This design comes from an exercise in tuning for small area on the open sky130 flow, not from production work.
Only simulation tests tie the RTL to the original design; equivalence was not proved.

==> run H: inputs <==
// conv3x3_window_mac
module conv3x3_window_mac (
  input  logic        clk,
  input  logic        rst,
  input  logic        en,
  input  logic        clear,
  input  logic [7:0]  tap1,
  input  logic [7:0]  tap2,
  input  logic [7:0]  tap3,
  input  logic [7:0]  tap4,
  input  logic [7:0]  tap5,
  input  logic [7:0]  tap6,
  input  logic [7:0]  tap7,
  input  logic [7:0]  tap8,
  input  logic [7:0]  tap9,
  input  logic [71:0] weights,
  input  logic [15:0] bias,
  output logic [7:0]  out_data,
  output logic        out_valid,
  output logic [3:0]  out_row,
  output logic [3:0]  out_col,
  output logic        frame_done
);
==> flow/config.mk <==
export PLATFORM = sky130hd
export DESIGN_NAME = conv3x3_window_mac
export DESIGN_NICKNAME = conv3x3_window_mac
export VERILOG_FILES = /design/flow/design.v
export SDC_FILE = /design/flow/constraint.sdc
export NUM_CORES = 4
export LEC_CHECK = 0
export CAP_MARGIN = 20
export CORE_MARGIN = 2
export CORE_UTILIZATION = 40
export CTS_BUF_LIST = sky130_fd_sc_hd__clkbuf_8
export GPL_TIMING_DRIVEN = 0
export SLEW_MARGIN = 20
==> flow/constraint.sdc <==
create_clock -name core_clock -period 6.5 [get_ports {clk}]
set_input_delay 1.3000 -clock core_clock [delete_from_list [all_inputs] [get_ports {clk}]]
set_output_delay 1.3000 -clock core_clock [all_outputs]
set_load 0.01 [all_outputs]
standard.sh (not shown) runs the stock make flow with config.mk's settings and CLKGATE_MAP_FILE= SYNTH_SCRIPT=/design/flow/synth_recipe.tcl, a recipe that flattens the netlist after the stock synthesis.
==> flow/flow/run.sh <==
#!/bin/bash
# Standard ORFS layout with two changes:
#  * after synthesis, flow/polopt.py re-chooses the polarity of each full adder and
#    two-input gate to drop the inverters that Yosys' adder extraction leaves between
#    adders (registers and their names are untouched);
#  * the port buffers are plain sky130_fd_sc_hd__buf_1 cells (see BUFFER_PORTS_ARGS);
#  * clock tree synthesis inserts no dummy loads.
set -euo pipefail
R=orfs/results/sky130hd/conv3x3_window_mac/base
bash standard.sh synth > synth.log 2>&1
cp $R/1_2_yosys.v $R/1_2_yosys.std.v
python3 flow/polopt.py $R/1_2_yosys.std.v $R/1_2_yosys.v > polopt.log 2>&1
rm -f $R/1_synth.odb $R/1_synth.sdc
bash standard.sh finish "BUFFER_PORTS_ARGS=-buffer_cell sky130_fd_sc_hd__buf_1" \
  "CTS_ARGS=-sink_clustering_enable -repair_clock_nets -dont_use_dummy_load -buf_list sky130_fd_sc_hd__clkbuf_8" \
  > layout.log 2>&1
Other scripts of this flow, unchanged in this note and not shown: flow/flow/polopt.py
==> run D (differences from run H) <==
==> flow/flow/run.sh (replaced) <==
#!/bin/bash
# Standard ORFS layout with two changes:
#  * after synthesis, flow/polopt.py re-chooses the polarity of each full adder and
#    two-input gate to drop the inverters that Yosys' adder extraction leaves between
#    adders (registers and their names are untouched);
#  * the port buffers are plain sky130_fd_sc_hd__buf_1 cells (see BUFFER_PORTS_ARGS).
set -euo pipefail
R=orfs/results/sky130hd/conv3x3_window_mac/base
bash standard.sh synth > synth.log 2>&1
cp $R/1_2_yosys.v $R/1_2_yosys.std.v
python3 flow/polopt.py $R/1_2_yosys.std.v $R/1_2_yosys.v > polopt.log 2>&1
rm -f $R/1_synth.odb $R/1_synth.sdc
bash standard.sh finish "BUFFER_PORTS_ARGS=${BUF_ARGS:--buffer_cell sky130_fd_sc_hd__buf_1}" > layout.log 2>&1
==> results.txt <==
outcome timing/DRC/antenna clean; CP Data Arrival Time 6.47 ns; met2 wire len 24600 um; Achievable Freq 159 MHz; met2 global-route usage 43.0%; startpoint of the most critical setup path tap6[4]; Clock Skew 0.0156 ns; crit-path cells buf_1 > nand2_1 > fa_1 > fa_1 > fa_1 > fa_1 > fa_1 > fa_1 > fa_1 > fa_1 > fa_1; least setup slack across all paths after layout 0.227 ns
-- figures above: run D

==> results.txt <==
outcome timing/DRC/antenna clean; met2 wire len 24700 um; Top Usage Layer GRT met2; cell total after placement 2001; crit path capture x1_q[0]; Clock Skew 0.0253 ns; crit-path cells buf_1 > nand2_1 > fa_1 > fa_1 > fa_1 > fa_1 > fa_1 > fa_1 > fa_1 > fa_1 > nor2_1 > a221oi_1 > o21ai_0 > o22ai_1; count of multi-input combinational gates 1221; startpoint of the most critical setup path tap2[2]; CP Data Arrival Time 6.51 ns; number of global-route vias before repair 12700
-- figures above: run H

-- afterwards: timing with drivers on the ports --
The results above use ideal ports. As a check the final layouts listed here were re-extracted and re-timed, cells and wires unchanged. Step 1 sets driving cells, clkbuf_16 on the clock port and buf_2 on the other inputs (assumed; they add their load-dependent delay and slew). Step 2 adds t to the input delays and takes it off the output delays; t is the mean of the earliest and latest rising clock arrival at the registers after step 1. Input paths then give back, and output paths get back, about the clock's delay inside the block. Three values: no drivers, after step 1, after step 2; two values: the first two.
run	shift t [ns]	setup slack, ns	worst register clock-pin slew, ns
run H	0.337	0.202 / 0.210 / -0.127	0.10 / 0.10
run D	0.342	0.227 / 0.233 / -0.109	0.10 / 0.10
With both steps, setup timing fails in run H and run D, where it was met with ideal ports. For run D, which loses most, drivers alone change the setup slack by +0.006 ns; drivers and shift together by -0.336 ns.
